This design comes from an exercise in tuning for small area on the open sky130 flow, not from production work.
The RTL was checked by simulation tests, not by an equivalence proof against the original design.
No activity file was given, so power comes from the tool's default toggle rates. The clock port is modelled as an ideal driver; clocking choices that lean on that would not hold on a real chip.

==> flow/design.v <==
`timescale 1ns/1ps
module i2c_eeprom_target #(
    parameter logic [6:0] DEV_ADDR    = 7'b1010001,
    parameter int         MEM_DEPTH   = 256
) (
    input  logic       clk1,
    input  logic       reset,
    input  logic       scl_in,
    input  logic       sda_in,
    output logic       sda_oe,
    output logic       busy,
    output logic       wr_strobe,
    output logic [7:0] wr_addr,
    output logic [7:0] wr_data
);
    typedef enum logic [3:0] {
        S_IDLE      = 4'd0,
        S_DEV_ADDR  = 4'd1,
        S_WORD_ADDR = 4'd2,
        S_WR_DATA   = 4'd3,
        S_DEV_ACK_W = 4'd4,
        S_DEV_ACK_R = 4'd5,
        S_WORD_ACK  = 4'd6,
        S_WR_ACK    = 4'd7,
        S_RD_DATA   = 4'd8,
        S_RD_ACK    = 4'd9,
        S_IGNORE    = 4'd10
    } state_t;
    logic [1:0]  scl_sync_q, sda_sync_q;
    logic        scl_hist_q, sda_hist_q;
    logic        scl_s, sda_s;
    logic        scl_rise, scl_fall, start_det, stop_det;
    state_t      state_q, state_d;
    logic [2:0]  bit_cnt_q, bit_cnt_d;    
    logic [7:0]  shift_q;
    logic [7:0]  ptr_q, ptr_d;
    logic        wr_strobe_q;
    logic        wr_valid_q;
    logic        mem_we, load_tx, shift_en, ack_phase;
    logic [7:0]  rx_byte;
    logic [8*MEM_DEPTH-1:0] ring_q;
    logic [7:0]  head_idx_q;
    logic [7:0]  last_addr_q, last_data_q;
    logic [7:0]  head_byte;
    logic [7:0]  mem_rdata_q;
    logic        prefetch, hit_prev_q;
    always_ff @(posedge clk1) begin
        if (reset) begin
            scl_sync_q <= '1;
            sda_sync_q <= '1;
            scl_hist_q <= 1'b1;
            sda_hist_q <= 1'b1;
        end else begin
            scl_sync_q <= {scl_sync_q[0], scl_in};
            sda_sync_q <= {sda_sync_q[0], sda_in};
            scl_hist_q <= scl_sync_q[1];
            sda_hist_q <= sda_sync_q[1];
        end
    end
    assign scl_s     = scl_sync_q[1];
    assign sda_s     = sda_sync_q[1];
    assign scl_rise  = ~scl_hist_q & scl_s;
    assign scl_fall  = scl_hist_q & ~scl_s;
    assign start_det = scl_hist_q & scl_s & sda_hist_q & ~sda_s;
    assign stop_det  = scl_hist_q & scl_s & ~sda_hist_q & sda_s;
    assign rx_byte   = {shift_q[6:0], sda_s};
    assign ack_phase = (state_q == S_DEV_ACK_W) || (state_q == S_DEV_ACK_R) ||
                       (state_q == S_WORD_ACK)  || (state_q == S_WR_ACK);
    always_ff @(posedge clk1) begin
        if (reset) begin
            state_q     <= S_IDLE;
            bit_cnt_q   <= 3'd0;
            ptr_q       <= 8'd0;
            wr_strobe_q <= 1'b0;
            wr_valid_q  <= 1'b0;
        end else begin
            state_q     <= state_d;
            bit_cnt_q   <= bit_cnt_d;
            ptr_q       <= ptr_d;
            wr_strobe_q <= mem_we;
            wr_valid_q  <= wr_valid_q | mem_we;
        end
    end
    assign shift_en = (state_q == S_RD_DATA) ? scl_fall : scl_rise;
    always_ff @(posedge clk1) begin
        if (load_tx)       shift_q <= mem_rdata_q;
        else if (shift_en) shift_q <= rx_byte;
    end
    always_ff @(posedge clk1) begin
        if (mem_we && !reset) begin
            last_addr_q <= ptr_q;
            last_data_q <= rx_byte;
        end
    end
    assign head_byte = (head_idx_q == last_addr_q) ? last_data_q : ring_q[7:0];
    always_ff @(posedge clk1) begin
        ring_q     <= {head_byte, ring_q[8*MEM_DEPTH-1:8]};
        head_idx_q <= head_idx_q + 8'd1;
    end
    assign prefetch = (state_q == S_RD_DATA) || (state_q == S_RD_ACK && bit_cnt_q == 3'd0);
    always_ff @(posedge clk1) begin
        hit_prev_q <= (head_idx_q == ptr_q);
        if (prefetch ? hit_prev_q : (head_idx_q == ptr_q))
            mem_rdata_q <= head_byte;
    end
    always_comb begin
        state_d   = state_q;
        bit_cnt_d = bit_cnt_q;
        ptr_d     = ptr_q;
        mem_we    = 1'b0;
        load_tx   = 1'b0;
        if (start_det) begin
            state_d   = S_DEV_ADDR;
            bit_cnt_d = 3'd0;
        end else if (stop_det) begin
            state_d  = S_IDLE;
        end else begin
            case (state_q)
                S_DEV_ADDR, S_WORD_ADDR, S_WR_DATA: begin
                    if (scl_rise) begin
                        bit_cnt_d = bit_cnt_q + 3'd1;
                        if (bit_cnt_q == 3'd7) begin
                            if (state_q == S_DEV_ADDR) begin
                                if (rx_byte[7:1] != DEV_ADDR) state_d = S_IGNORE;
                                else if (rx_byte[0])          state_d = S_DEV_ACK_R;
                                else                          state_d = S_DEV_ACK_W;
                            end else if (state_q == S_WORD_ADDR) begin
                                ptr_d   = rx_byte;
                                state_d = S_WORD_ACK;
                            end else begin
                                mem_we      = 1'b1;
                                ptr_d[3:0]  = ptr_q[3:0] + 4'd1;
                                state_d     = S_WR_ACK;
                            end
                        end
                    end
                end
                S_DEV_ACK_W, S_DEV_ACK_R, S_WORD_ACK, S_WR_ACK: begin
                    if (scl_fall) begin
                        bit_cnt_d = {2'b00, ~bit_cnt_q[0]};
                        if (bit_cnt_q[0]) begin
                            case (state_q)
                                S_DEV_ACK_R: begin
                                    state_d   = S_RD_DATA;
                                    load_tx   = 1'b1;
                                    bit_cnt_d = 3'd1;
                                end
                                S_DEV_ACK_W: state_d = S_WORD_ADDR;
                                default:     state_d = S_WR_DATA;
                            endcase
                        end
                    end
                end
                S_RD_DATA: begin
                    if (scl_fall) begin
                        bit_cnt_d = bit_cnt_q + 3'd1;
                        if (bit_cnt_q == 3'd0) begin
                            bit_cnt_d = 3'd0;
                            state_d   = S_RD_ACK;
                        end
                    end
                end
                S_RD_ACK: begin
                    if (scl_rise && bit_cnt_q == 3'd0) begin
                        if (!sda_s) begin
                            ptr_d     = ptr_q + 8'd1;
                            bit_cnt_d = 3'd1;
                        end else begin
                            state_d = S_IGNORE;
                        end
                    end else if (scl_fall && bit_cnt_q == 3'd1) begin
                        state_d = S_RD_DATA;
                        load_tx = 1'b1;
                    end
                end
                default: ;
            endcase
        end
    end
    always_comb begin
        sda_oe    = ((state_q == S_RD_DATA) & ~shift_q[7]) | (ack_phase & bit_cnt_q[0]);
        busy      = (state_q != S_IDLE);
        wr_strobe = wr_strobe_q;
        wr_addr   = last_addr_q & {8{wr_valid_q}};
        wr_data   = last_data_q & {8{wr_valid_q}};
    end
endmodule
==> flow/flow/run.sh <==
#!/bin/bash
# The standard ORFS layout, except that clock tree synthesis adds no dummy
# loads and uses clkbuf_16 leaves with the sink clusters set here.
set -euo pipefail
CTS="-sink_clustering_enable -repair_clock_nets -dont_use_dummy_load"
CTS="$CTS -buf_list sky130_fd_sc_hd__clkbuf_16"
CTS="$CTS -sink_clustering_size 32 -sink_clustering_max_diameter 80"
bash standard.sh "CTS_ARGS=$CTS" finish > standard_flow.log 2>&1
==> flow/standard.sh <==
#!/bin/bash
# synth_recipe.tcl (not shown) runs the flow's synth.tcl, then flattens the netlist and writes it again
# the make line also repeats each setting of config.mk as NAME=value (left out here)
make -C /OpenROAD-flow-scripts/flow DESIGN_CONFIG=/design/flow/config.mk WORK_HOME=/design/flow/orfs CLKGATE_MAP_FILE= SYNTH_SCRIPT=/design/flow/synth_recipe.tcl "${@:-finish}"
==> flow/config.mk <==
export PLATFORM = sky130hd
export DESIGN_NAME = i2c_eeprom_target
export DESIGN_NICKNAME = i2c_eeprom_target
export VERILOG_FILES = /design/flow/design.v
export SDC_FILE = /design/flow/constraint.sdc
export NUM_CORES = 4
export LEC_CHECK = 0
export CAP_MARGIN = 20
export CORE_MARGIN = 2
export CORE_UTILIZATION = 40
export SLEW_MARGIN = 20
==> flow/constraint.sdc <==
create_clock -name core_clock -period 10.0 [get_ports {clk1}]
set_input_delay 2.0000 -clock core_clock [delete_from_list [all_inputs] [get_ports {clk1}]]
set_output_delay 2.0000 -clock core_clock [all_outputs]
set_load 0.01 [all_outputs]
==> implementation parameters, run 1 <==
Parameter                              Value

Outcome
  Outcome ... complete, no violations

Pwr
  Ratio of total power to cell area ... 249.7 mW/mm2
  Static leakage ... 18.68 nW
  Cell internal pwr ... 9.829 mW
  Switching share of total power ... 18.30%
  P_sw ... 2.202 mW
  Relative contribution of combinational cells to total power ... 0.1%
  Part of the total power dissipated in sequential elements ... 70.1%
  Worst vdd ir ... 0.0001305 V
  Clock share of power ... 29.8%

Min path
  Hold Path Depth ... 0
  Critical hold path startpoint ... ring_q[297]
  Min-Delay Path Class ... register to register
  Hold-critical path endpoint ... ring_q[289]

Routing
  Detail-routed via count per cell ... 3.755
  Total number of vias ... 14768
  Drc violations ... 0
  Detailed Routing Iterations Pass 1 ... 6
  Total length of routed wires ... 44760 um
  Number of violations reported at the end of detailed-routing iteration 0 ... 1177
  ANT nets after route ... 0
  Routed wire length per instance ... 11.38 um

Cells and area
  Most common cell after layout, fill and taps aside ... sky130_fd_sc_hd__dfxtp_1
  Layout overhead on the synthesized area ... 8.913%
  Register cell area after layout ... 0.04260 mm2
  Final net count ... 2457
  Area of the multi-input gates ... 0.001546 mm2
  Fraction of final layout cells with drive strength greater than 1 ... 3.804%
  Filler Cell Count ... 9434
  Top library cells by usage in the layout, fill and taps aside ... 2080 x sky130_fd_sc_hd__dfxtp_1, 77 x sky130_fd_sc_hd__clkbuf_16, 32 x sky130_fd_sc_hd__edfxtp_1, 22 x sky130_fd_sc_hd__nand2_1, 22 x sky130_fd_sc_hd__clkdlybuf4s50_1
  Post-route cell area ... 0.04819 mm2
  Antenna cells ... 0

Logic synthesis
  Post-Syn Nets ... 2370
  Number of synthesized flops with an enable pin ... 32
  Top cell type by total area after synthesis ... sky130_fd_sc_hd__dfxtp_1
  Unique cell type count in the Yosys netlist ... 54
  Post-Synthesis Cell Area ... 0.04425 mm2
  Mean cell area of the mapped netlist ... 18.75 um2
  Top post-synthesis cells by area ... sky130_fd_sc_hd__dfxtp_1 94%, sky130_fd_sc_hd__edfxtp_1 2.2%, sky130_fd_sc_hd__mux2_1 0.33%
  Asr flop ratio synth ... 0%
  Fraction of the yosys area taken by sequential cells ... 96.28%
  Yosys warning count ... 1
  Dominant synthesized flop cell ... sky130_fd_sc_hd__dfxtp_1
  Post-synthesis instance total ... 2360
  Proportion of netlist area held by the largest area contributor ... 94.11%
  Register bit total from synthesis ... 2112

Die
  Number of cell rows ... 122
  Die area ... 0.1133 mm2
  Io pins ... 23
  Die outline width ... 336.6 um
  Effective utilization at floorplan ... 40.15%
  Die height ... 336.6 um
  Core area ... 0.1102 mm2

Place
  Routability congestion estimate from global placement ... 0.7578
  Placed wire-length estimate ... 22390 um
  Quantity of I/O buffers inserted on ports ... 22
  Standard cell area after detailed placement ... 0.04626 mm2

Run
  Max-Cap Viols ... 0

Worst setup path
  Largest driver fanout on the critical path ... 21
  Startpoint of the most critical register-to-register path ... state_q[0]
  Worst setup path startpoint ... state_q[3]
  Endpoint required time on the critical path ... 8.00 ns
  Depth of the worst register-to-register path ... 4
  Crit path capture type ... output pin
  Kind of start point of the critical path ... register
  Critical path type ... register to output pin
  Worst endpoint data arrival time ... 2.76 ns
  R2r endpoint ... shift_q[4]
  R2R Setup Slk ... 7.15 ns

Timing
  Worst clock skew on the final layout ... 0.06602 ns
  Least-Margin Pin Slew ... 0.9233 ns
  Final worst path period need ... 4.757 ns
  Final total negative setup slack ... 0 ns
  Setup repair after global routing missed its margin ... no
  Finish-stage setup viols ... 0
  Hold Violations, Final ... 0
  Final max-slew violation count ... 0
  Worst relative slew slack ... 38.29%
  Top achievable clock speed ... 210.2 MHz
  Final worst path period share ... 47.57%

GRT
  Pin count of the biggest net entering global routing ... 33
  Global-route wire length before repair ... 75420 um
  Total congestion overflow after global routing ... 0
  GRT Util Overall ... 7.965%
  Initial antenna violation count ... 0
  Via count of the first global-routing pass ... 14963

Clock network
  Later-pin clock latency in the skew report ... 0.62 ns
  Cts bufs inserted ... 77
  Clock net sink count ... 2112
  Number of buffers inserted by post-CTS setup repair ... 0
  # hold bufs at CTS ... 0
  Clock tree root buffer cell ... sky130_fd_sc_hd__clkbuf_16
  Clock slew at reported path FFs ... 0.11 ns
  CTS H-Tree Depth ... 3
  Post-cts resize count ... 0
  Max clock buf depth ... 3
  TritonCTS clock tree ... done
power groups by stage:
| stage | sequential [mW] | clock [mW] | combinational (mW) |
|---|---|---|---|
| CTS | 8.43 | 3.74 | 0.0145 |
| floorplan | 8.62 | 0 | 0.0118 |
| detailed placement | 8.62 | 0 | 0.0145 |
| global placement | 8.62 | 0 | 0.0131 |
| global route | 8.44 | 4.04 | 0.0161 |
| finish | 8.43 | 3.59 | 0.0150 |
logic make-up after synthesis:
group                      share of synthesized area (%)
adders and majority gates                         0.1697
DFF                                                96.28
and+or+nand+nor                                    1.408
AOI/OAI and AO/OA                                 0.9841
xor gates and xnor gates                          0.4553
buffers and inverters                             0.2234
muxes                                             0.4779
worst max-delay path: stages (launching register included):
cell and delay (ns):
sky130_fd_sc_hd__dfxtp_1 0.77, sky130_fd_sc_hd__and2b_1 0.28, sky130_fd_sc_hd__nand2b_1 0.14, sky130_fd_sc_hd__o32ai_1 0.34, sky130_fd_sc_hd__clkdlybuf4s50_1 0.62
state kept, by name, summed over array words and instances (netlist names):
name	count
ring_q	2048
wr_strobe_q	1
shift_q	8
scl_hist_q	1
sda_sync_q	2
scl_sync_q	2
last_addr_q	8
ptr_q	8
wr_valid_q	1
last_data_q	8
state_q	4
hit_prev_q	1
head_idx_q	8
mem_rdata_q	8
sda_hist_q	1
bit_cnt_q	3
through the flow:
stage                     worst slack, ns  hold slack (ns)  instances  utilization, %  power, mW
after global placement              5.588           0.3119       3855           41.97      8.636
after global routing                5.110           0.2476       3933           43.73      12.49
after detailed placement            5.812           0.3121       3856           41.98      8.638
final                               5.243           0.2461       3933           43.73      12.03
after floorplan                     6.611           0.3096       2360               -      8.632
after CTS                           5.314           0.2529       3933           43.73      12.19
how the worst max path moves through the flow:
stage,end,depth (start not counted)
global route,sda_oe,4
floorplan,last_addr_q[0],3
global placement,last_data_q[1],4
detailed placement,last_data_q[1],5
CTS,sda_oe,4
finish,sda_oe,4
cell usage after synthesis, types with 3 or more instances:
master	n
sky130_fd_sc_hd__nand2b_1	6
sky130_fd_sc_hd__buf_2	4
sky130_fd_sc_hd__or2_2	5
sky130_fd_sc_hd__nand2_1	22
sky130_fd_sc_hd__nor3b_1	6
sky130_fd_sc_hd__inv_1	7
sky130_fd_sc_hd__dfxtp_1	2080
sky130_fd_sc_hd__mux2_1	13
sky130_fd_sc_hd__o211ai_1	3
sky130_fd_sc_hd__buf_4	3
sky130_fd_sc_hd__nand3_1	9
sky130_fd_sc_hd__xor2_1	10
sky130_fd_sc_hd__nor3_1	3
sky130_fd_sc_hd__a31oi_1	3
sky130_fd_sc_hd__nand4_1	3
sky130_fd_sc_hd__and2b_1	3
sky130_fd_sc_hd__o21ai_0	11
sky130_fd_sc_hd__xnor2_1	13
sky130_fd_sc_hd__clkbuf_1	8
sky130_fd_sc_hd__and2_1	17
sky130_fd_sc_hd__nor2_1	20
sky130_fd_sc_hd__ha_1	6
sky130_fd_sc_hd__edfxtp_1	32
sky130_fd_sc_hd__a21oi_1	21
sky130_fd_sc_hd__o21ai_1	5
sky130_fd_sc_hd__nor4_1	3
sky130_fd_sc_hd__and3_1	3
sky130_fd_sc_hd__mux2_2	4
sky130_fd_sc_hd__nor2b_1	4
routing by layer:
| metal | GRT usage [%] | vias up | routed length [um] |
|---|---|---|---|
| met2 | 10.85 | 305 | 17020 |
| met1 | 11.98 | 6876 | 24340 |
| met3 | 1.674 | 115 | 2018 |
| li1 | - | 7472 | - |
| met5 | 0 | - | 0 |
| met4 | 3.752 | 0 | 1376 |
final cells by class:
type,instances,share of cell area [%]
multi-input cells,226,3.209
repair buffers,23,0.4725
flip-flops and latches,2112,88.40
inverters,7,0.05452
clock buffers,77,3.998
well taps,1488,3.863
==> run 2: changes to the inputs <==
==> flow/flow/run.sh (replaced) <==
#!/bin/bash
# The standard ORFS layout, except that clock tree synthesis adds no dummy
# loads and uses clkbuf_16 leaves with the sink clusters set here, and the
# port buffers are the smallest buffer cell.
set -euo pipefail
CTS="-sink_clustering_enable -repair_clock_nets -dont_use_dummy_load"
CTS="$CTS -buf_list sky130_fd_sc_hd__clkbuf_16"
CTS="$CTS -sink_clustering_size 32 -sink_clustering_max_diameter 80"
bash standard.sh "CTS_ARGS=$CTS" "BUFFER_PORTS_ARGS=-buffer_cell sky130_fd_sc_hd__buf_1" finish > standard_flow.log 2>&1
--- a/flow/config.mk
+++ b/flow/config.mk
@@ -7,2 +7,3 @@
 export LEC_CHECK = 0
+export ABC_AREA = 1
 export CAP_MARGIN = 20
==> implementation parameters, run 2 <==
Parameter                              Value

Outcome
  Outcome ... complete, no violations (unchanged)

Worst setup path
  Slowest library cell on the worst path ... sky130_fd_sc_hd__dfxtp_1 (unchanged)
  Crit path capture type ... output pin (unchanged)
  Startpoint of the most critical register-to-register path ... state_q[2] (was state_q[0])
  Worst endpoint data arrival time ... 1.95 ns (was 2.76 ns)
  Count of buffer and inverter cells on the critical path ... 2 (was 1)
  Largest driver fanout on the critical path ... 6 (was 21)
  Critical-path cell list ... inv_2 > nand2_2 > o32ai_1 > buf_1 (was and2b_1 > nand2b_1 > o32ai_1 > clkdlybuf4s50_1)
  Critical path type ... register to output pin (unchanged)
  Worst setup path startpoint ... state_q[2] (was state_q[3])
  Family of cells with the greatest summed delay on the critical path ... flip-flops (unchanged)
  CP peak stage delay ... 0.44 ns (was 0.77 ns)
  Endpoint required time on the critical path ... 8.00 ns (about the same)
  Kind of start point of the critical path ... register (unchanged)

Logic synthesis
  Top post-synthesis cells by area ... sky130_fd_sc_hd__dfxtp_1 94%, sky130_fd_sc_hd__edfxtp_1 2.2%, sky130_fd_sc_hd__nand2_1 0.89% (was sky130_fd_sc_hd__dfxtp_1 94%, sky130_fd_sc_hd__edfxtp_1 2.2%, sky130_fd_sc_hd__mux2_1 0.33%)
  Fraction of the yosys area taken by sequential cells ... 95.93% (was 96.28%)
  Unique cell type count in the Yosys netlist ... 36 (was 54)
  Top cell type by total area after synthesis ... sky130_fd_sc_hd__dfxtp_1 (unchanged)
  Most frequent cells after synthesis ... 2080 x sky130_fd_sc_hd__dfxtp_1, 105 x sky130_fd_sc_hd__nand2_1, 53 x sky130_fd_sc_hd__inv_1 (was 2080 x sky130_fd_sc_hd__dfxtp_1, 32 x sky130_fd_sc_hd__edfxtp_1, 22 x sky130_fd_sc_hd__nand2_1)
  Post-Synthesis Cell Area ... 0.04441 mm2 (was 0.04425 mm2)
  Register bit total from synthesis ... 2112 (unchanged)
  Number of synthesized flops with an enable pin ... 32 (unchanged)
  Mean cell area of the mapped netlist ... 17.96 um2 (was 18.75 um2)
  Dominant synthesized flop cell ... sky130_fd_sc_hd__dfxtp_1 (unchanged)
  Count leader, synth ... sky130_fd_sc_hd__dfxtp_1 (unchanged)
  Yosys warning count ... 1 (unchanged)
  Post-synthesis instance total ... 2472 (was 2360)
  Proportion of netlist area held by the largest area contributor ... 93.77% (was 94.11%)
  Asr flop ratio synth ... 0% (unchanged)
  Post-Syn Nets ... 2482 (was 2370)

Routing
  Routed wire length per instance ... 11.32 um (was 11.38 um)
  Detail-routed via count per cell ... 3.768 (was 3.755)
  Total length of routed wires ... 45850 um (was 44760 um)
  Drc violations ... 0 (unchanged)
  Detailed Routing Iterations Pass 1 ... 5 (was 6)
  Number of violations reported at the end of detailed-routing iteration 0 ... 800 (was 1177)
  Total number of vias ... 15266 (was 14768)
  ANT nets after route ... 0 (unchanged)

Pwr
  Part of the total power dissipated in sequential elements ... 69.0% (was 70.1%)
  Ratio of total power to cell area ... 255.5 mW/mm2 (was 249.7 mW/mm2)
  Switching share of total power ... 19.38% (was 18.30%)
  Clock share of power ... 29.1% (was 29.8%)
  Cell internal pwr ... 9.934 mW (was 9.829 mW)
  Worst vdd ir ... 0.0001538 V (was 0.0001305 V)
  Relative contribution of combinational cells to total power ... 1.8% (was 0.1%)
  P_sw ... 2.388 mW (was 2.202 mW)
  Static leakage ... 19.04 nW (was 18.68 nW)
  Power Total ... 12.32 mW (was 12.03 mW)

Cells and area
  Final design utilization ... 43.71% (was 43.73%)
  Top register by number of flip-flops ... ring_q (unchanged)
  Largest register FFs ... 2048 (unchanged)
  Final net count ... 2575 (was 2457)
  Most common cell after layout, fill and taps aside ... sky130_fd_sc_hd__dfxtp_1 (unchanged)
  Post-route cell area ... 0.04824 mm2 (was 0.04819 mm2)
  Filler Cell Count ... 9403 (was 9434)
  Fraction of final layout cells with drive strength greater than 1 ... 4.292% (was 3.804%)
  Antenna cells ... 0 (unchanged)
  Number of standard cells in the final layout excluding fillers ... 4051 (was 3933)
  Top library cells by usage in the layout, fill and taps aside ... 2080 x sky130_fd_sc_hd__dfxtp_1, 105 x sky130_fd_sc_hd__nand2_1, 77 x sky130_fd_sc_hd__clkbuf_16, 53 x sky130_fd_sc_hd__inv_1, 42 x sky130_fd_sc_hd__nor2_1 (was 2080 x sky130_fd_sc_hd__dfxtp_1, 77 x sky130_fd_sc_hd__clkbuf_16, 32 x sky130_fd_sc_hd__edfxtp_1, 22 x sky130_fd_sc_hd__nand2_1, 22 x sky130_fd_sc_hd__clkdlybuf4s50_1)
  Layout overhead on the synthesized area ... 8.625% (was 8.913%)

Clock network
  Clock net sink count ... 2112 (unchanged)
  Post-cts resize count ... 0 (unchanged)
  Later-pin clock latency in the skew report ... 0.66 ns (was 0.62 ns)
  Clock slew at reported path FFs ... 0.12 ns (was 0.11 ns)
  CTS H-Tree Depth ... 3 (unchanged)
  # hold bufs at CTS ... 0 (unchanged)
  Max clock buf depth ... 3 (unchanged)
  Clock tree root buffer cell ... sky130_fd_sc_hd__clkbuf_16 (unchanged)
  Number of buffers inserted by post-CTS setup repair ... 0 (unchanged)
  TritonCTS clock tree ... done (unchanged)
  Cts bufs inserted ... 77 (unchanged)

Timing
  Final total negative setup slack ... 0 ns (unchanged)
  Final worst path period share ... 39.45% (was 47.57%)
  Top achievable clock speed ... 253.5 MHz (was 210.2 MHz)
  Hold slack ... 0.2896 ns (was 0.2461 ns)
  Least-Margin Pin Slew ... 0.7866 ns (was 0.9233 ns)
  Final worst path period need ... 3.945 ns (was 4.757 ns)
  Minimum setup slack in the final design ... 6.055 ns (was 5.243 ns)
  Worst relative slew slack ... 47.50% (was 38.29%)
  Final max-slew violation count ... 0 (unchanged)
  Finish-stage setup viols ... 0 (unchanged)
  Hold Violations, Final ... 0 (unchanged)
  Worst clock skew on the final layout ... 0.07072 ns (was 0.06602 ns)
  Setup repair after global routing missed its margin ... no (unchanged)

GRT
  Via count of the first global-routing pass ... 15497 (was 14963)
  Global-route wire length before repair ... 78280 um (was 75420 um)
  Pin count of the biggest net entering global routing ... 33 (unchanged)
  Total congestion overflow after global routing ... 0 (unchanged)
  GRT Util Overall ... 8.313% (was 7.965%)
  Most utilized layer in the global route result ... met1 (unchanged)
  GR Util met3 ... 2.042% (was 1.674%)
  Met2 track demand over resource ... 11.21% (was 10.85%)
  Initial antenna violation count ... 0 (unchanged)
  Fraction of met1 tracks used by global routing ... 12.41% (was 11.98%)

Place
  Routability congestion estimate from global placement ... 0.7746 (was 0.7578)
  Number of cells in the design after placement ... 3974 (was 3856)
  Setup slack after placement ... 6.297 ns (was 5.812 ns)
  Placed wire-length estimate ... 23130 um (was 22390 um)
  Quantity of I/O buffers inserted on ports ... 22 (unchanged)
  Standard cell area after detailed placement ... 0.04631 mm2 (was 0.04626 mm2)

Min path
  Critical hold path startpoint ... ring_q[1820] (was ring_q[297])
  Min-Delay Path Class ... register to register (unchanged)

Die
  Die outline width ... 337.2 um (was 336.6 um)
  Die height ... 337.2 um (was 336.6 um)
  Die area ... 0.1137 mm2 (was 0.1133 mm2)
  Io pins ... 23 (unchanged)
  Number of cell rows ... 122 (unchanged)
  Effective utilization at floorplan ... 40.24% (was 40.15%)
  Core area ... 0.1104 mm2 (was 0.1102 mm2)

Run
  Max-Cap Viols ... 0 (unchanged)
## run 2: changes by cell type after synthesis, sizes merged, moves of 17 or more
cell   change
and2      -17
inv       +49
mux2      -17
nand2     +92
nand3     +31
nor2      +30
## run 2: cell type report
cell class                      instances  area, um2  area share, %
Sequential cell                      2112      42600          88.32
Clock buffer                           77       1927          3.995
Tap cell                             1488       1862          3.860
Multi-Input combinational cell        295       1549          3.211
Inverter                               57      215.2         0.4461
Timing Repair Buffer                   22      82.58         0.1712
## run 2: worst paths after layout
path | endpoint | slack [ns] | cells after the start
min reg2reg | ring_q[1812] | 0.29 | 0
min | ring_q[1812] | 0.29 | 0
max | sda_oe | 6.05 | 4
max reg2reg | last_addr_q[5] | 7.81 | 5
## run 2: power by group through the flow
stage	combinational (mW)	sequential (mW)	clock [mW]
after floorplan	0.160	8.68	0
after global placement	0.187	8.69	0
after detailed placement	0.213	8.70	0
after CTS	0.214	8.51	3.73
after global routing	0.245	8.51	4.04
final	0.225	8.51	3.59
## run 2: kinds of logic (layout without fill, tap and decap cells)
group | after synthesis | in the layout | synth area share, %
adder cells (fa/ha/maj) | 6 | 6 | 0.1691
flip-flops | 2112 | 2112 | 95.93
buffers and inverters | 65 | 156 | 0.5832
AND/OR/NAND/NOR | 223 | 223 | 2.344
XOR/XNOR | 21 | 21 | 0.4142
AO/OA/AOI/OAI | 45 | 45 | 0.5551
## run 2: per-layer routing
metal | part of all wire (%) | vias up
li1 | - | 7719
met1 | 54 | 7090
met2 | 37 | 291
met3 | 4.6 | 166
met4 | 4.2 | 0
met5 | 0 | -
## run 2: worst register-to-register path: stages (launching register included)
cell,delay [ns]
sky130_fd_sc_hd__dfxtp_1,0.44
sky130_fd_sc_hd__nor2_4,0.25
sky130_fd_sc_hd__nand2_1,0.15
sky130_fd_sc_hd__nor2_1,0.12
sky130_fd_sc_hd__nand3_1,0.18
sky130_fd_sc_hd__nor2_2,0.66
==> run 3: changes to the inputs <==
--- a/flow/flow/run.sh
+++ b/flow/flow/run.sh
@@ -7,3 +7,3 @@
 CTS="$CTS -buf_list sky130_fd_sc_hd__clkbuf_16"
-CTS="$CTS -sink_clustering_size 32 -sink_clustering_max_diameter 80"
+CTS="$CTS -sink_clustering_size 36 -sink_clustering_max_diameter 70"
 bash standard.sh "CTS_ARGS=$CTS" "BUFFER_PORTS_ARGS=-buffer_cell sky130_fd_sc_hd__buf_1" finish > standard_flow.log 2>&1
==> implementation parameters, run 3 <==
Parameter                              Value

Clock network
  Later-pin clock latency in the skew report ... 0.63 ns (was 0.66 ns)
  TritonCTS clock tree ... done (unchanged)
  CTS H-Tree Depth ... 3 (unchanged)
  Clock tree root buffer cell ... sky130_fd_sc_hd__clkbuf_16 (unchanged)
  # hold bufs at CTS ... 0 (unchanged)
  Clock net sink count ... 2112 (unchanged)
  Max clock buf depth ... 3 (unchanged)
  Clock slew at reported path FFs ... 0.12 ns (about the same)
  Number of buffers inserted by post-CTS setup repair ... 0 (unchanged)
  Post-cts resize count ... 0 (unchanged)
  Cts bufs inserted ... 71 (was 77)

Routing
  Number of violations reported at the end of detailed-routing iteration 0 ... 809 (was 800)
  ANT nets after route ... 0 (unchanged)
  Detailed Routing Iterations Pass 1 ... 5 (unchanged)
  Routed wire length per instance ... 11.26 um (was 11.32 um)
  Detail-routed via count per cell ... 3.776 (was 3.768)
  Total number of vias ... 15273 (was 15266)
  Total length of routed wires ... 45550 um (was 45850 um)
  Drc violations ... 0 (unchanged)

Worst setup path
  Worst endpoint data arrival time ... 1.91 ns (was 1.95 ns)
  Endpoint required time on the critical path ... 8.00 ns (about the same)
  Kind of start point of the critical path ... register (unchanged)
  Crit path capture type ... output pin (unchanged)
  Largest driver fanout on the critical path ... 6 (unchanged)
  Critical path type ... register to output pin (unchanged)

Die
  Effective utilization at floorplan ... 40.24% (unchanged)
  Die outline width ... 337.2 um (unchanged)
  Io pins ... 23 (unchanged)
  Die area ... 0.1137 mm2 (unchanged)
  Number of cell rows ... 122 (unchanged)
  Core area ... 0.1104 mm2 (unchanged)
  Die height ... 337.2 um (unchanged)

GRT
  Global-route wire length before repair ... 77510 um (was 78280 um)
  GRT Util Overall ... 8.236% (was 8.313%)
  Initial antenna violation count ... 0 (unchanged)
  Via count of the first global-routing pass ... 15386 (was 15497)
  Total congestion overflow after global routing ... 0 (unchanged)
  Pin count of the biggest net entering global routing ... 37 (was 33)

Pwr
  Ratio of total power to cell area ... 253.7 mW/mm2 (was 255.5 mW/mm2)
  Worst vdd ir ... 0.0001432 V (was 0.0001538 V)
  Static leakage ... 18.96 nW (was 19.04 nW)
  P_sw ... 2.364 mW (was 2.388 mW)
  Switching share of total power ... 19.38% (about the same)
  Cell internal pwr ... 9.836 mW (was 9.934 mW)
  Clock share of power ... 28.4% (was 29.1%)
  Relative contribution of combinational cells to total power ... 1.8% (about the same)
  Part of the total power dissipated in sequential elements ... 69.7% (was 69.0%)

Cells and area
  Filler Cell Count ... 9430 (was 9403)
  Top register by number of flip-flops ... ring_q (unchanged)
  Fraction of final layout cells with drive strength greater than 1 ... 4.067% (was 4.292%)
  Largest register FFs ... 2048 (unchanged)
  Final net count ... 2569 (was 2575)
  Number of standard cells in the final layout excluding fillers ... 4045 (was 4051)
  Layout overhead on the synthesized area ... 8.287% (was 8.625%)
  Antenna cells ... 0 (unchanged)
  Final design utilization ... 43.57% (was 43.71%)
  Most common cell after layout, fill and taps aside ... sky130_fd_sc_hd__dfxtp_1 (unchanged)
  Top library cells by usage in the layout, fill and taps aside ... 2080 x sky130_fd_sc_hd__dfxtp_1, 105 x sky130_fd_sc_hd__nand2_1, 71 x sky130_fd_sc_hd__clkbuf_16, 53 x sky130_fd_sc_hd__inv_1, 42 x sky130_fd_sc_hd__nor2_1 (was 2080 x sky130_fd_sc_hd__dfxtp_1, 105 x sky130_fd_sc_hd__nand2_1, 77 x sky130_fd_sc_hd__clkbuf_16, 53 x sky130_fd_sc_hd__inv_1, 42 x sky130_fd_sc_hd__nor2_1)

Logic synthesis
  Dominant synthesized flop cell ... sky130_fd_sc_hd__dfxtp_1 (unchanged)
  Asr flop ratio synth ... 0% (unchanged)
  Most frequent cells after synthesis ... 2080 x sky130_fd_sc_hd__dfxtp_1, 105 x sky130_fd_sc_hd__nand2_1, 53 x sky130_fd_sc_hd__inv_1 (unchanged)
  Unique cell type count in the Yosys netlist ... 36 (unchanged)
  Post-Synthesis Cell Area ... 0.04441 mm2 (unchanged)
  Count leader, synth ... sky130_fd_sc_hd__dfxtp_1 (unchanged)
  Top cell type by total area after synthesis ... sky130_fd_sc_hd__dfxtp_1 (unchanged)
  Top post-synthesis cells by area ... sky130_fd_sc_hd__dfxtp_1 94%, sky130_fd_sc_hd__edfxtp_1 2.2%, sky130_fd_sc_hd__nand2_1 0.89% (unchanged)
  Proportion of netlist area held by the largest area contributor ... 93.77% (unchanged)
  Post-synthesis instance total ... 2472 (unchanged)
  Post-Syn Nets ... 2482 (unchanged)
  Fraction of the yosys area taken by sequential cells ... 95.93% (unchanged)
  Number of synthesized flops with an enable pin ... 32 (unchanged)
  Register bit total from synthesis ... 2112 (unchanged)
  Mean cell area of the mapped netlist ... 17.96 um2 (unchanged)
  Yosys warning count ... 1 (unchanged)

Timing
  Worst clock skew on the final layout ... 0.07185 ns (was 0.07072 ns)
  Final worst path period need ... 3.911 ns (was 3.945 ns)
  Final worst path period share ... 39.11% (was 39.45%)
  Top achievable clock speed ... 255.7 MHz (was 253.5 MHz)
  Hold Violations, Final ... 0 (unchanged)
  Worst relative slew slack ... 49.66% (was 47.50%)
  Final total negative setup slack ... 0 ns (unchanged)
  Final max-slew violation count ... 0 (unchanged)
  Least-Margin Pin Slew ... 0.7543 ns (was 0.7866 ns)
  Setup repair after global routing missed its margin ... no (unchanged)
  Finish-stage setup viols ... 0 (unchanged)

Place
  Placed wire-length estimate ... 23130 um (unchanged)
  Quantity of I/O buffers inserted on ports ... 22 (unchanged)
  Routability congestion estimate from global placement ... 0.7746 (unchanged)
  Number of cells in the design after placement ... 3974 (unchanged)

Outcome
  Outcome ... complete, no violations (unchanged)

Run
  Max-Cap Viols ... 0 (unchanged)

Min path
  Min-Delay Path Class ... register to register (unchanged)
## run 3: cell types whose count changed in the layout (fill, tap and decap cells not counted)
cell,change
sky130_fd_sc_hd__clkbuf_16,-6
## run 3: worst paths after layout
check                                   from        endpoint  slack (ns)  cells past startpoint
worst min-delay path            ring_q[1172]    ring_q[1164]        0.26                      0
worst min register to register  ring_q[1172]    ring_q[1164]        0.26                      0
worst max-delay path              state_q[2]          sda_oe        6.09                      4
worst max register to register    state_q[2]  last_addr_q[0]        7.86                      5
## run 3: power groups by stage
stage               sequential [mW]  clock, mW  combinational [mW]
finish                         8.51       3.47               0.225
global route                   8.52       3.90               0.244
global placement               8.69          0               0.187
detailed placement             8.70          0               0.213
CTS                            8.51       3.60               0.214
floorplan                      8.68          0               0.160
## run 3: cell type report
type | instances | area (um2) | share of cell area (%)
sequential | 2112 | 42600 | 88.59
tap | 1488 | 1862 | 3.872
clock buffer | 71 | 1777 | 3.695
multi-input combinational | 295 | 1549 | 3.221
inverter | 57 | 215.2 | 0.4475
timing repair buffer | 22 | 82.58 | 0.1717
## run 3: kinds of logic (layout without fill, tap and decap cells)
kind of cell / after synthesis / count (layout) / synth area share, %
DFF: 2112 / 2112 / 95.93
and+or+nand+nor: 223 / 223 / 2.344
xor gates and xnor gates: 21 / 21 / 0.4142
buffers and inverters: 65 / 150 / 0.5832
AOI/OAI and AO/OA: 45 / 45 / 0.5551
adders and majority gates: 6 / 6 / 0.1691
## run 3: worst max-delay path, stage by stage (launching register included)
cell and delay (ns):
sky130_fd_sc_hd__dfxtp_1 0.44, sky130_fd_sc_hd__inv_2 0.12, sky130_fd_sc_hd__nand2_2 0.09, sky130_fd_sc_hd__o32ai_1 0.44, sky130_fd_sc_hd__buf_1 0.21
## run 3: metal layers
layer / vias to the layer above / share of wire [%] / wire [um] / global-route usage (%)
met4: 0 / 4.0 / 1805 / 3.828
met1: 7123 / 55 / 24840 / 12.45
li1: 7722 / - / - / -
met2: 276 / 37 / 16990 / 11.00
met5: - / 0 / 0 / 0
met3: 152 / 4.2 / 1922 / 1.944
## run 3: through the flow
step / setup WS [ns] / hold slack, ns / cell area (um2) / power, mW
6_report: 6.089 / 0.2648 / 48090 / 12.20
5_1_grt: 5.972 / 0.2634 / 48090 / 12.66
4_1_cts: 6.157 / 0.2661 / 48080 / 12.32
3_5_place_dp: 6.297 / 0.3121 / 46310 / 8.911
3_3_place_gp: 6.480 / 0.3102 / 46310 / 8.881
2_1_floorplan: 6.708 / 0.3096 / 44410 / 8.845
==> run 4: changes to the inputs <==
--- a/flow/config.mk
+++ b/flow/config.mk
@@ -7,3 +7,2 @@
 export LEC_CHECK = 0
-export ABC_AREA = 1
 export CAP_MARGIN = 20
==> implementation parameters, run 4 <==
Parameter                              Value

Timing
  Worst relative slew slack ... 40.04% (was 49.66%)
  Final worst path period share ... 44.41% (was 39.11%)
  Setup repair after global routing missed its margin ... no (unchanged)
  Minimum setup slack in the final design ... 5.559 ns (was 6.089 ns)
  Final total negative setup slack ... 0 ns (unchanged)
  Final max-slew violation count ... 0 (unchanged)
  Hold Violations, Final ... 0 (unchanged)
  Top achievable clock speed ... 225.2 MHz (was 255.7 MHz)
  Worst clock skew on the final layout ... 0.05857 ns (was 0.07185 ns)
  Final worst path period need ... 4.441 ns (was 3.911 ns)
  Least-Margin Pin Slew ... 0.8970 ns (was 0.7543 ns)
  Finish-stage setup viols ... 0 (unchanged)

Die
  Effective utilization at floorplan ... 40.15% (was 40.24%)
  Io pins ... 23 (unchanged)
  Die outline width ... 336.6 um (was 337.2 um)
  Core area ... 0.1102 mm2 (was 0.1104 mm2)
  Number of cell rows ... 122 (unchanged)
  Die area ... 0.1133 mm2 (was 0.1137 mm2)
  Die height ... 336.6 um (was 337.2 um)

Logic synthesis
  Proportion of netlist area held by the largest area contributor ... 94.11% (was 93.77%)
  Fraction of the yosys area taken by sequential cells ... 96.28% (was 95.93%)
  Complex-gate fraction of the synthesized area ... 0.9841% (was 0.5551%)
  Fraction of the mapped netlist area in adder cells ... 0.1697% (was 0.1691%)
  Dominant synthesized flop cell ... sky130_fd_sc_hd__dfxtp_1 (unchanged)
  Top cell type by total area after synthesis ... sky130_fd_sc_hd__dfxtp_1 (unchanged)
  Dominant combinational cell family by area after synthesis ... simple AND/OR/NAND/NOR gates (unchanged)
  Yosys warning count ... 1 (unchanged)
  Number of synthesized flops with an enable pin ... 32 (unchanged)
  Simple-gate share of the synthesized area ... 1.408% (was 2.344%)
  XOR/XNOR share of the synthesized area ... 0.4553% (was 0.4142%)
  Unique cell type count in the Yosys netlist ... 54 (was 36)
  Top post-synthesis cells by area ... sky130_fd_sc_hd__dfxtp_1 94%, sky130_fd_sc_hd__edfxtp_1 2.2%, sky130_fd_sc_hd__mux2_1 0.33% (was sky130_fd_sc_hd__dfxtp_1 94%, sky130_fd_sc_hd__edfxtp_1 2.2%, sky130_fd_sc_hd__nand2_1 0.89%)
  Post-Syn Nets ... 2370 (was 2482)
  Asr flop ratio synth ... 0% (unchanged)
  Mean cell area of the mapped netlist ... 18.75 um2 (was 17.96 um2)
  Post-synthesis instance total ... 2360 (was 2472)
  Post-Synthesis Cell Area ... 0.04425 mm2 (was 0.04441 mm2)
  Most frequent cells after synthesis ... 2080 x sky130_fd_sc_hd__dfxtp_1, 32 x sky130_fd_sc_hd__edfxtp_1, 22 x sky130_fd_sc_hd__nand2_1 (was 2080 x sky130_fd_sc_hd__dfxtp_1, 105 x sky130_fd_sc_hd__nand2_1, 53 x sky130_fd_sc_hd__inv_1)
  Count leader, synth ... sky130_fd_sc_hd__dfxtp_1 (unchanged)
  Register bit total from synthesis ... 2112 (unchanged)
  Post-synthesis mux area share ... 0.4779% (was 0%)

Cells and area
  Antenna cells ... 0 (unchanged)
  Layout overhead on the synthesized area ... 8.195% (was 8.287%)
  Filler Cell Count ... 9435 (was 9430)
  Area of the multi-input gates ... 0.001549 mm2 (unchanged)
  Most common cell after layout, fill and taps aside ... sky130_fd_sc_hd__dfxtp_1 (unchanged)
  Number of standard cells in the final layout excluding fillers ... 3925 (was 4045)
  Fraction of final layout cells with drive strength greater than 1 ... 3.529% (was 4.067%)
  Largest register FFs ... 2048 (unchanged)
  Top library cells by usage in the layout, fill and taps aside ... 2080 x sky130_fd_sc_hd__dfxtp_1, 70 x sky130_fd_sc_hd__clkbuf_16, 32 x sky130_fd_sc_hd__edfxtp_1, 22 x sky130_fd_sc_hd__nand2_1, 22 x sky130_fd_sc_hd__buf_1 (was 2080 x sky130_fd_sc_hd__dfxtp_1, 105 x sky130_fd_sc_hd__nand2_1, 71 x sky130_fd_sc_hd__clkbuf_16, 53 x sky130_fd_sc_hd__inv_1, 42 x sky130_fd_sc_hd__nor2_1)
  Top register by number of flip-flops ... ring_q (unchanged)
  Register cell area after layout ... 0.04260 mm2 (unchanged)
  Post-route cell area ... 0.04787 mm2 (was 0.04809 mm2)
  Final net count ... 2449 (was 2569)

Routing
  Total number of vias ... 14722 (was 15273)
  Detail-routed via count per cell ... 3.751 (was 3.776)
  Drc violations ... 0 (unchanged)
  Detailed Routing Iterations Pass 1 ... 8 (was 5)
  ANT nets after route ... 0 (unchanged)
  Routed wire length per instance ... 11.40 um (was 11.26 um)
  Total length of routed wires ... 44730 um (was 45550 um)
  Number of violations reported at the end of detailed-routing iteration 0 ... 1244 (was 809)

Clock network
  Post-cts resize count ... 0 (unchanged)
  Clock net sink count ... 2112 (unchanged)
  TritonCTS clock tree ... done (unchanged)
  # hold bufs at CTS ... 0 (unchanged)
  Cts bufs inserted ... 70 (was 71)
  CTS H-Tree Depth ... 3 (unchanged)
  Later-pin clock latency in the skew report ... 0.62 ns (was 0.63 ns)
  Max clock buf depth ... 3 (unchanged)
  Clock slew at reported path FFs ... 0.11 ns (was 0.12 ns)
  Number of buffers inserted by post-CTS setup repair ... 0 (unchanged)
  Clock tree root buffer cell ... sky130_fd_sc_hd__clkbuf_16 (unchanged)

Place
  Placed wire-length estimate ... 22520 um (was 23130 um)
  Number of cells in the design after placement ... 3855 (was 3974)
  Setup slack after placement ... 6.279 ns (was 6.297 ns)
  Quantity of I/O buffers inserted on ports ... 22 (unchanged)
  Routability congestion estimate from global placement ... 0.7587 (was 0.7746)
  Standard cell area after detailed placement ... 0.04612 mm2 (was 0.04631 mm2)

GRT
  Global-route wire length before repair ... 76450 um (was 77510 um)
  GRT Util Overall ... 8.057% (was 8.236%)
  Via count of the first global-routing pass ... 15172 (was 15386)
  Initial antenna violation count ... 0 (unchanged)
  Pin count of the biggest net entering global routing ... 37 (unchanged)
  Total congestion overflow after global routing ... 0 (unchanged)

Min path
  Hold Path Depth ... 0 (unchanged)
  Min-Delay Path Class ... register to register (unchanged)

Worst setup path
  Largest driver fanout on the critical path ... 21 (was 6)
  Kind of start point of the critical path ... register (unchanged)
  Endpoint required time on the critical path ... 8.00 ns (about the same)
  Worst endpoint data arrival time ... 2.44 ns (was 1.91 ns)
  Depth of the worst register-to-register path ... 4 (was 5)
  R2R Setup Slk ... 6.97 ns (was 7.86 ns)
  Critical path type ... register to output pin (unchanged)
  Crit path capture type ... output pin (unchanged)

Outcome
  Outcome ... complete, no violations (unchanged)

Pwr
  Static leakage ... 18.54 nW (was 18.96 nW)
  Ratio of total power to cell area ... 248.2 mW/mm2 (was 253.7 mW/mm2)
  Worst vdd ir ... 0.0001308 V (was 0.0001432 V)
  Power Total ... 11.88 mW (was 12.20 mW)

Run
  Max-Cap Viols ... 0 (unchanged)
[run 4: logic make-up after synthesis]
kind of cell | after synthesis
adder cells (fa/ha/maj) | 6
AND/OR/NAND/NOR | 112
flip-flops | 2112
XOR/XNOR | 23
multiplexers | 19
buffers and inverters | 22
AO/OA/AOI/OAI | 66
[run 4: worst paths after layout]
path,from,to
hold reg to reg,ring_q[302],ring_q[294]
hold / removal,ring_q[302],ring_q[294]
setup / recovery,state_q[3],sda_oe
setup reg to reg,state_q[0],shift_q[2]
[run 4: per-layer routing]
layer	routed length (um)	global-route usage [%]	part of all wire (%)	vias to the layer above
met5	0	0	0	-
met4	1415	3.847	3.2	0
met3	1912	1.662	4.3	102
met2	17280	11.10	39	260
met1	24130	12.01	54	6898
li1	-	-	-	7462
[run 4: cell type report]
cell class / instances / share of cell area (%)
sequential: 2112 / 88.99
tap: 1488 / 3.889
clock buffer: 70 / 3.659
multi-input combinational: 226 / 3.236
timing repair buffer: 22 / 0.1725
inverter: 7 / 0.05489
[run 4: metrics by stage]
| stage | utilization [%] | hold WS [ns] |
|---|---|---|
| floorplan | - | 0.3096 |
| global placement | 41.85 | 0.3113 |
| detailed placement | 41.85 | 0.3121 |
| CTS | 43.44 | 0.2498 |
| global route | 43.44 | 0.2556 |
| finish | 43.44 | 0.2541 |
[run 4: worst max-delay path, cell delays in order (launching register included)]
cell                       delay [ns]
sky130_fd_sc_hd__dfxtp_1         0.78
sky130_fd_sc_hd__and2b_1         0.30
sky130_fd_sc_hd__nand2b_1        0.16
sky130_fd_sc_hd__o32ai_1         0.38
sky130_fd_sc_hd__buf_1           0.20
[run 4: power by group]
group          internal, mW  leakage, nW  switching, mW  total, mW
registers              8.43         17.1        0.00408       8.43
logic               0.00474        0.605        0.00917     0.0139
clock network          1.28        0.863           2.16       3.44
==> run 5: changes to the inputs <==
--- a/flow/flow/run.sh
+++ b/flow/flow/run.sh
@@ -7,3 +7,3 @@
 CTS="$CTS -buf_list sky130_fd_sc_hd__clkbuf_16"
-CTS="$CTS -sink_clustering_size 36 -sink_clustering_max_diameter 70"
-bash standard.sh "CTS_ARGS=$CTS" "BUFFER_PORTS_ARGS=-buffer_cell sky130_fd_sc_hd__buf_1" finish > standard_flow.log 2>&1
+CTS="$CTS -sink_clustering_size 40 -sink_clustering_max_diameter 50"
+bash standard.sh "CTS_ARGS=$CTS" "BUFFER_PORTS_ARGS=-buffer_cell sky130_fd_sc_hd__buf_1"  finish > standard_flow.log 2>&1
--- a/flow/config.mk
+++ b/flow/config.mk
@@ -9,3 +9,4 @@
 export CORE_MARGIN = 2
-export CORE_UTILIZATION = 40
+export CORE_UTILIZATION = 60
+export PLACE_DENSITY = 0.7
 export SLEW_MARGIN = 20
==> implementation parameters, run 5 <==
Parameter                              Value

Outcome
  Outcome ... complete, no violations (unchanged)

Logic synthesis
  Post-synthesis mux area share ... 0.4779% (unchanged)
  Post-Syn Nets ... 2370 (unchanged)
  Dominant combinational cell family by area after synthesis ... simple AND/OR/NAND/NOR gates (unchanged)
  Yosys warning count ... 1 (unchanged)
  Fraction of the mapped netlist area in adder cells ... 0.1697% (unchanged)
  Register bit total from synthesis ... 2112 (unchanged)
  Most frequent cells after synthesis ... 2080 x sky130_fd_sc_hd__dfxtp_1, 32 x sky130_fd_sc_hd__edfxtp_1, 22 x sky130_fd_sc_hd__nand2_1 (unchanged)
  Count leader, synth ... sky130_fd_sc_hd__dfxtp_1 (unchanged)
  Number of synthesized flops with an enable pin ... 32 (unchanged)
  XOR/XNOR share of the synthesized area ... 0.4553% (unchanged)
  Mean cell area of the mapped netlist ... 18.75 um2 (unchanged)
  Simple-gate share of the synthesized area ... 1.408% (unchanged)
  Top cell type by total area after synthesis ... sky130_fd_sc_hd__dfxtp_1 (unchanged)
  Post-Synthesis Cell Area ... 0.04425 mm2 (unchanged)
  Complex-gate fraction of the synthesized area ... 0.9841% (unchanged)
  Asr flop ratio synth ... 0% (unchanged)
  Unique cell type count in the Yosys netlist ... 54 (unchanged)
  Proportion of netlist area held by the largest area contributor ... 94.11% (unchanged)
  Fraction of the yosys area taken by sequential cells ... 96.28% (unchanged)
  Post-synthesis instance total ... 2360 (unchanged)
  Dominant synthesized flop cell ... sky130_fd_sc_hd__dfxtp_1 (unchanged)
  Top post-synthesis cells by area ... sky130_fd_sc_hd__dfxtp_1 94%, sky130_fd_sc_hd__edfxtp_1 2.2%, sky130_fd_sc_hd__mux2_1 0.33% (unchanged)

GRT
  Initial antenna violation count ... 0 (unchanged)
  GRT Util Overall ... 12.87% (was 8.057%)
  Via count of the first global-routing pass ... 15589 (was 15172)
  Total congestion overflow after global routing ... 0 (unchanged)
  Global-route wire length before repair ... 79460 um (was 76450 um)
  Pin count of the biggest net entering global routing ... 40 (was 37)

Clock network
  # hold bufs at CTS ... 0 (unchanged)
  Clock net sink count ... 2112 (unchanged)
  Cts bufs inserted ... 115 (was 70)
  TritonCTS clock tree ... done (unchanged)
  Max clock buf depth ... 3 (unchanged)
  Clock tree root buffer cell ... sky130_fd_sc_hd__clkbuf_16 (unchanged)
  Later-pin clock latency in the skew report ... 0.67 ns (was 0.62 ns)
  Post-cts resize count ... 0 (unchanged)
  CTS H-Tree Depth ... 3 (unchanged)
  Number of buffers inserted by post-CTS setup repair ... 0 (unchanged)
  Clock slew at reported path FFs ... 0.12 ns (was 0.11 ns)

Worst setup path
  Critical-path cell list ... and2b_1 > nand2b_1 > o32ai_1 > buf_1 (unchanged)
  Slowest library cell on the worst path ... sky130_fd_sc_hd__dfxtp_1 (unchanged)
  Crit path capture type ... output pin (unchanged)
  Kind of start point of the critical path ... register (unchanged)
  Critical path type ... register to output pin (unchanged)
  Largest driver fanout on the critical path ... 21 (unchanged)
  Endpoint required time on the critical path ... 8.00 ns (about the same)
  CP peak stage delay ... 0.74 ns (was 0.78 ns)
  Worst endpoint data arrival time ... 2.36 ns (was 2.44 ns)

Cells and area
  Filler Cell Count ... 4679 (was 9435)
  Antenna cells ... 0 (unchanged)
  Layout overhead on the synthesized area ... 9.256% (was 8.195%)
  Top register by number of flip-flops ... ring_q (unchanged)
  Fraction of final layout cells with drive strength greater than 1 ... 5.276% (was 3.529%)
  Most common cell after layout, fill and taps aside ... sky130_fd_sc_hd__dfxtp_1 (unchanged)
  Largest register FFs ... 2048 (unchanged)
  Number of standard cells in the final layout excluding fillers ... 3442 (was 3925)
  Final net count ... 2495 (was 2449)
  Top library cells by usage in the layout, fill and taps aside ... 2080 x sky130_fd_sc_hd__dfxtp_1, 115 x sky130_fd_sc_hd__clkbuf_16, 32 x sky130_fd_sc_hd__edfxtp_1, 22 x sky130_fd_sc_hd__nand2_1, 22 x sky130_fd_sc_hd__buf_1 (was 2080 x sky130_fd_sc_hd__dfxtp_1, 70 x sky130_fd_sc_hd__clkbuf_16, 32 x sky130_fd_sc_hd__edfxtp_1, 22 x sky130_fd_sc_hd__nand2_1, 22 x sky130_fd_sc_hd__buf_1)

Pwr
  Static leakage ... 19.10 nW (was 18.54 nW)
  Ratio of total power to cell area ... 264.2 mW/mm2 (was 248.2 mW/mm2)
  Power Total ... 12.77 mW (was 11.88 mW)
  Worst vdd ir ... 0.0002005 V (was 0.0001308 V)

Die
  Io pins ... 23 (unchanged)
  Die outline width ... 275.6 um (was 336.6 um)
  Number of cell rows ... 99 (was 122)
  Effective utilization at floorplan ... 60.65% (was 40.15%)
  Die height ... 275.6 um (was 336.6 um)
  Die area ... 0.07593 mm2 (was 0.1133 mm2)
  Core area ... 0.07296 mm2 (was 0.1102 mm2)

Timing
  Hold slack ... 0.2529 ns (was 0.2541 ns)
  Final max-slew violation count ... 0 (unchanged)
  Final worst path period need ... 4.364 ns (was 4.441 ns)
  Finish-stage setup viols ... 0 (unchanged)
  Worst clock skew on the final layout ... 0.09492 ns (was 0.05857 ns)
  Least-Margin Pin Slew ... 0.8755 ns (was 0.8970 ns)
  Setup repair after global routing missed its margin ... no (unchanged)
  Hold Violations, Final ... 0 (unchanged)
  Worst relative slew slack ... 41.48% (was 40.04%)
  Final total negative setup slack ... 0 ns (unchanged)
  Minimum setup slack in the final design ... 5.636 ns (was 5.559 ns)
  Final worst path period share ... 43.64% (was 44.41%)
  Top achievable clock speed ... 229.2 MHz (was 225.2 MHz)

Place
  Setup slack after placement ... 6.285 ns (was 6.279 ns)
  Number of cells in the design after placement ... 3327 (was 3855)
  Routability congestion estimate from global placement ... 0.7455 (was 0.7587)
  Placed wire-length estimate ... 22790 um (was 22520 um)
  Quantity of I/O buffers inserted on ports ... 22 (unchanged)

Routing
  Total length of routed wires ... 46560 um (was 44730 um)
  ANT nets after route ... 0 (unchanged)
  Detail-routed via count per cell ... 4.306 (was 3.751)
  Routed wire length per instance ... 13.53 um (was 11.40 um)
  Drc violations ... 0 (unchanged)
  Total number of vias ... 14821 (was 14722)
  Detailed Routing Iterations Pass 1 ... 5 (was 8)
  Number of violations reported at the end of detailed-routing iteration 0 ... 638 (was 1244)

Min path
  Min-Delay Path Class ... register to register (unchanged)

Run
  Max-Cap Viols ... 0 (unchanged)
## run 5: cell counts after synthesis
No cell type changed its count.
## run 5: kinds of logic (layout without fill, tap and decap cells)
group / Yosys count / in the layout
multiplexers: 19 / 19
adder cells (fa/ha/maj): 6 / 6
AO/OA/AOI/OAI: 66 / 66
flip-flops: 2112 / 2112
buffers and inverters: 22 / 145
AND/OR/NAND/NOR: 112 / 112
XOR/XNOR: 23 / 23
## run 5: critical path: cells and delay by family, from the launching register on
kind	cells	cell delay [ns]
buf+inv	1	0.22
compound gates	1	0.39
simple gates	2	0.41
flops	1	0.74
## run 5: cell type report
type,count,area [um2],share of cell area (%)
Timing Repair Buffer,23,90.09,0.1864
Clock buffer,115,2878,5.953
Inverter,7,26.28,0.05435
Tap cell,959,1200,2.482
Sequential cell,2112,42600,88.13
Multi-Input combinational cell,226,1546,3.199
## run 5: layer usage
metal | global-route usage, % | up-vias | routed length [um]
li1 | - | 7577 | -
met1 | 19.39 | 6937 | 24830
met2 | 18.16 | 195 | 18480
met3 | 2.775 | 112 | 1872
met4 | 5.349 | 0 | 1371
met5 | 0 | - | 0
## run 5: where the power goes
part / total [mW] / switching [mW] / leakage (nW) / internal [mW]
combinational: 0.0133 / 0.00858 / 0.610 / 0.00473
sequential: 8.43 / 0.00384 / 17.1 / 8.42
clock: 4.33 / 2.30 / 1.42 / 2.03
total: 12.8 / 2.31 / 19.1 / 10.5
## run 5: per-stage QoR
stage	util, %	instance area, um2
floorplan	-	44250
global placement	62.31	45460
detailed placement	62.31	45460
CTS	66.26	48340
global route	66.26	48340
finish	66.26	48340
## run 5: path summary, 6_finish.rpt
path	slack, ns	end	depth (start not counted)	start
min	0.25	ring_q[489]	0	ring_q[497]
min reg2reg	0.25	ring_q[489]	0	ring_q[497]
max	5.64	sda_oe	4	state_q[3]
max reg2reg	7.33	shift_q[7]	4	state_q[0]
==> run 6: changes to the inputs <==
--- a/flow/flow/run.sh
+++ b/flow/flow/run.sh
@@ -7,3 +7,3 @@
 CTS="$CTS -buf_list sky130_fd_sc_hd__clkbuf_16"
-CTS="$CTS -sink_clustering_size 40 -sink_clustering_max_diameter 50"
+CTS="$CTS -sink_clustering_size 36 -sink_clustering_max_diameter 70 -root_buf sky130_fd_sc_hd__clkbuf_8"
 bash standard.sh "CTS_ARGS=$CTS" "BUFFER_PORTS_ARGS=-buffer_cell sky130_fd_sc_hd__buf_1"  finish > standard_flow.log 2>&1
--- a/flow/config.mk
+++ b/flow/config.mk
@@ -9,4 +9,3 @@
 export CORE_MARGIN = 2
-export CORE_UTILIZATION = 60
-export PLACE_DENSITY = 0.7
+export CORE_UTILIZATION = 40
 export SLEW_MARGIN = 20
==> implementation parameters, run 6 <==
Parameter                              Value

Logic synthesis
  Post-Synthesis Cell Area ... 0.04425 mm2 (unchanged)
  Fraction of the yosys area taken by sequential cells ... 96.28% (unchanged)
  Post-Syn Nets ... 2370 (unchanged)
  Top post-synthesis cells by area ... sky130_fd_sc_hd__dfxtp_1 94%, sky130_fd_sc_hd__edfxtp_1 2.2%, sky130_fd_sc_hd__mux2_1 0.33% (unchanged)
  Most frequent cells after synthesis ... 2080 x sky130_fd_sc_hd__dfxtp_1, 32 x sky130_fd_sc_hd__edfxtp_1, 22 x sky130_fd_sc_hd__nand2_1 (unchanged)
  Dominant synthesized flop cell ... sky130_fd_sc_hd__dfxtp_1 (unchanged)
  Asr flop ratio synth ... 0% (unchanged)
  Top cell type by total area after synthesis ... sky130_fd_sc_hd__dfxtp_1 (unchanged)
  Yosys warning count ... 1 (unchanged)
  Post-synthesis instance total ... 2360 (unchanged)
  Mean cell area of the mapped netlist ... 18.75 um2 (unchanged)
  Proportion of netlist area held by the largest area contributor ... 94.11% (unchanged)
  Unique cell type count in the Yosys netlist ... 54 (unchanged)
  Register bit total from synthesis ... 2112 (unchanged)
  Count leader, synth ... sky130_fd_sc_hd__dfxtp_1 (unchanged)
  Number of synthesized flops with an enable pin ... 32 (unchanged)

Clock network
  Clock net sink count ... 2112 (unchanged)
  TritonCTS clock tree ... done (unchanged)
  Post-cts resize count ... 0 (unchanged)
  Cts bufs inserted ... 70 (was 115)
  Later-pin clock latency in the skew report ... 0.74 ns (was 0.67 ns)
  # hold bufs at CTS ... 0 (unchanged)
  Clock slew at reported path FFs ... 0.11 ns (was 0.12 ns)
  CTS H-Tree Depth ... 3 (unchanged)
  Number of buffers inserted by post-CTS setup repair ... 0 (unchanged)
  Clock tree root buffer cell ... sky130_fd_sc_hd__clkbuf_8 (was sky130_fd_sc_hd__clkbuf_16)
  Max clock buf depth ... 3 (unchanged)

GRT
  Via count of the first global-routing pass ... 15159 (was 15589)
  GRT Util Overall ... 8.041% (was 12.87%)
  Total congestion overflow after global routing ... 0 (unchanged)
  Global-route wire length before repair ... 76390 um (was 79460 um)
  Initial antenna violation count ... 1 (was 0)
  Pin count of the biggest net entering global routing ... 37 (was 40)

Die
  Die area ... 0.1133 mm2 (was 0.07593 mm2)
  Die outline width ... 336.6 um (was 275.6 um)
  Number of cell rows ... 122 (was 99)
  Core area ... 0.1102 mm2 (was 0.07296 mm2)
  Io pins ... 23 (unchanged)
  Die height ... 336.6 um (was 275.6 um)
  Effective utilization at floorplan ... 40.15% (was 60.65%)

Routing
  Total number of vias ... 14762 (was 14821)
  Drc violations ... 0 (unchanged)
  Total length of routed wires ... 44740 um (was 46560 um)
  Detail-routed via count per cell ... 3.760 (was 4.306)
  Routed wire length per instance ... 11.39 um (was 13.53 um)
  Detailed Routing Iterations Pass 1 ... 5 (unchanged)
  Number of violations reported at the end of detailed-routing iteration 0 ... 1150 (was 638)
  ANT nets after route ... 0 (unchanged)

Timing
  Least-Margin Pin Slew ... 0.9047 ns (was 0.8755 ns)
  Final total negative setup slack ... 0 ns (unchanged)
  Worst clock skew on the final layout ... 0.06468 ns (was 0.09492 ns)
  Hold Violations, Final ... 0 (unchanged)
  Setup repair after global routing missed its margin ... no (unchanged)
  Finish-stage setup viols ... 0 (unchanged)
  Final worst path period need ... 4.522 ns (was 4.364 ns)
  Final worst path period share ... 45.22% (was 43.64%)
  Final max-slew violation count ... 0 (unchanged)
  Top achievable clock speed ... 221.1 MHz (was 229.2 MHz)
  Worst relative slew slack ... 39.53% (was 41.48%)

Worst setup path
  Critical path type ... register to output pin (unchanged)
  Depth of the worst register-to-register path ... 4 (unchanged)
  Crit path capture type ... output pin (unchanged)
  R2R Setup Slk ... 6.99 ns (was 7.33 ns)
  Worst endpoint data arrival time ... 2.52 ns (was 2.36 ns)
  Largest driver fanout on the critical path ... 21 (unchanged)
  R2r endpoint ... shift_q[4] (was shift_q[7])
  Startpoint of the most critical register-to-register path ... state_q[0] (unchanged)
  Kind of start point of the critical path ... register (unchanged)
  Endpoint required time on the critical path ... 8.00 ns (about the same)

Cells and area
  Largest register FFs ... 2048 (unchanged)
  Number of standard cells in the final layout excluding fillers ... 3926 (was 3442)
  Filler Cell Count ... 9440 (was 4679)
  Top register by number of flip-flops ... ring_q (unchanged)
  Top library cells by usage in the layout, fill and taps aside ... 2080 x sky130_fd_sc_hd__dfxtp_1, 61 x sky130_fd_sc_hd__clkbuf_16, 32 x sky130_fd_sc_hd__edfxtp_1, 22 x sky130_fd_sc_hd__nand2_1, 22 x sky130_fd_sc_hd__buf_1 (was 2080 x sky130_fd_sc_hd__dfxtp_1, 115 x sky130_fd_sc_hd__clkbuf_16, 32 x sky130_fd_sc_hd__edfxtp_1, 22 x sky130_fd_sc_hd__nand2_1, 22 x sky130_fd_sc_hd__buf_1)
  Most common cell after layout, fill and taps aside ... sky130_fd_sc_hd__dfxtp_1 (unchanged)
  Final net count ... 2449 (was 2495)
  Fraction of final layout cells with drive strength greater than 1 ... 3.529% (was 5.276%)
  Layout overhead on the synthesized area ... 7.972% (was 9.256%)

Run
  Max-Cap Viols ... 0 (unchanged)

Min path
  Min-Delay Path Class ... register to register (unchanged)
  Hold Path Depth ... 0 (unchanged)
  Hold-critical path endpoint ... ring_q[294] (was ring_q[489])
  Critical hold path startpoint ... ring_q[302] (was ring_q[497])

Pwr
  Relative contribution of combinational cells to total power ... 0.1% (about the same)
  Cell internal pwr ... 9.623 mW (was 10.46 mW)
  Static leakage ... 18.49 nW (was 19.10 nW)
  Part of the total power dissipated in sequential elements ... 71.6% (was 66.0%)
  Worst vdd ir ... 0.0001120 V (was 0.0002005 V)
  Switching share of total power ... 18.35% (was 18.10%)
  Ratio of total power to cell area ... 246.7 mW/mm2 (was 264.2 mW/mm2)
  P_sw ... 2.163 mW (was 2.311 mW)
  Clock share of power ... 28.3% (was 33.9%)

Place
  Number of cells in the design after placement ... 3855 (was 3327)
  Placed wire-length estimate ... 22520 um (was 22790 um)
  Routability congestion estimate from global placement ... 0.7587 (was 0.7455)
  Quantity of I/O buffers inserted on ports ... 22 (unchanged)

Outcome
  Outcome ... complete, no violations (unchanged)
## run 6: critical path, stage by stage, from the launching register on
cell and delay (ns):
sky130_fd_sc_hd__dfxtp_1 0.78, sky130_fd_sc_hd__and2b_1 0.30, sky130_fd_sc_hd__nand2b_1 0.16, sky130_fd_sc_hd__o32ai_1 0.38
sky130_fd_sc_hd__buf_1 0.20
## run 6: cell type report
type,count,area (um2),area share [%]
diodes,1,2.502,0.005238
clock buffers,70,1650,3.455
inverters,7,26.28,0.05500
multi-input cells,226,1549,3.242
flip-flops and latches,2112,42600,89.17
well taps,1488,1862,3.897
repair buffers,22,82.58,0.1729
## run 6: power by group through the flow
stage / registers [mW] / logic, mW / clock network, mW
after CTS: 8.43 / 0.0133 / 3.49
final: 8.43 / 0.0140 / 3.34
after global routing: 8.44 / 0.0151 / 3.77
after global placement: 8.62 / 0.0117 / 0
after detailed placement: 8.62 / 0.0132 / 0
after floorplan: 8.62 / 0.0118 / 0
## run 6: cells by family (layout without fill, tap and decap cells)
logic type / count (synthesis) / count (layout) / synth area share (%)
and+or+nand+nor: 112 / 112 / 1.408
buffers and inverters: 22 / 99 / 0.2234
AOI/OAI and AO/OA: 66 / 66 / 0.9841
DFF: 2112 / 2112 / 96.28
muxes: 19 / 19 / 0.4779
xor gates and xnor gates: 23 / 23 / 0.4553
other: 0 / 1 / 0
adders and majority gates: 6 / 6 / 0.1697
## run 6: worst max-delay path by stage
stage | endpoint | start | slack (ns) | cells after the start
after floorplan | last_addr_q[0] | reset | 6.61 | 3
after global placement | last_data_q[1] | reset | 6.02 | 4
after detailed placement | last_data_q[1] | reset | 6.28 | 4
after CTS | sda_oe | state_q[3] | 5.45 | 4
after global routing | sda_oe | state_q[3] | 5.29 | 4
final | sda_oe | state_q[3] | 5.48 | 4
## run 6: stage by stage
| step | area [um2] | setup WS (ns) | hold WS, ns | util (%) | power (mW) |
|---|---|---|---|---|---|
| 2_1_floorplan | 44250 | 6.611 | 0.3096 | - | 8.632 |
| 3_3_place_gp | 46120 | 6.024 | 0.3113 | 41.85 | 8.635 |
| 3_5_place_dp | 46120 | 6.279 | 0.3121 | 41.85 | 8.637 |
| 4_1_cts | 47770 | 5.454 | 0.2499 | 43.35 | 11.93 |
| 5_1_grt | 47770 | 5.291 | 0.2556 | 43.35 | 12.22 |
| 6_report | 47770 | 5.478 | 0.2517 | 43.35 | 11.79 |
## run 6: metal layers
layer  vias up  wire length (um)  track usage (%)
met1      6915             24170            12.02
li1       7451                 -                -
met4         0              1486            3.828
met2       275             17150            11.04
met5         -                 0                0
met3       121              1934            1.662

port drivers added, routing unchanged:
The flow's constraints put no driver on any port. The routed layouts listed below were extracted and timed again, unchanged, in two steps. Step 1: set_driving_cell puts a clkbuf_16 on clk1 and a buf_2 on each other input, an assumption about the parent block. Step 2, shift: input delay + t, output delay - t, t = (earliest + latest rising clock arrival at the registers) / 2. This alone moves slack from input paths to output paths. Three values: ideal, step 1, step 2; two values: the first two.
run	shift t [ns]	setup slack, ns	worst setup path after step 2	slew at the worst register clock pin (ns)	pins driven straight from the clock port
run 1	0.670	5.243 / 5.177 / 5.847	register to output	0.11 / 0.11	1
run 2	0.686	6.055 / 5.990 / 6.635	input to register	0.12 / 0.12	1
run 3	0.671	6.089 / 6.024 / 6.648	input to register	0.12 / 0.12	1
run 4	0.666	5.559 / 5.498 / 6.164	register to output	0.12 / 0.12	1
run 5	0.690	5.636 / 5.576 / 6.266	register to output	0.12 / 0.12	1
run 6	0.761	5.478 / 5.416 / 6.178	register to output	0.12 / 0.12	1
After both steps setup and hold are still met in every run listed.
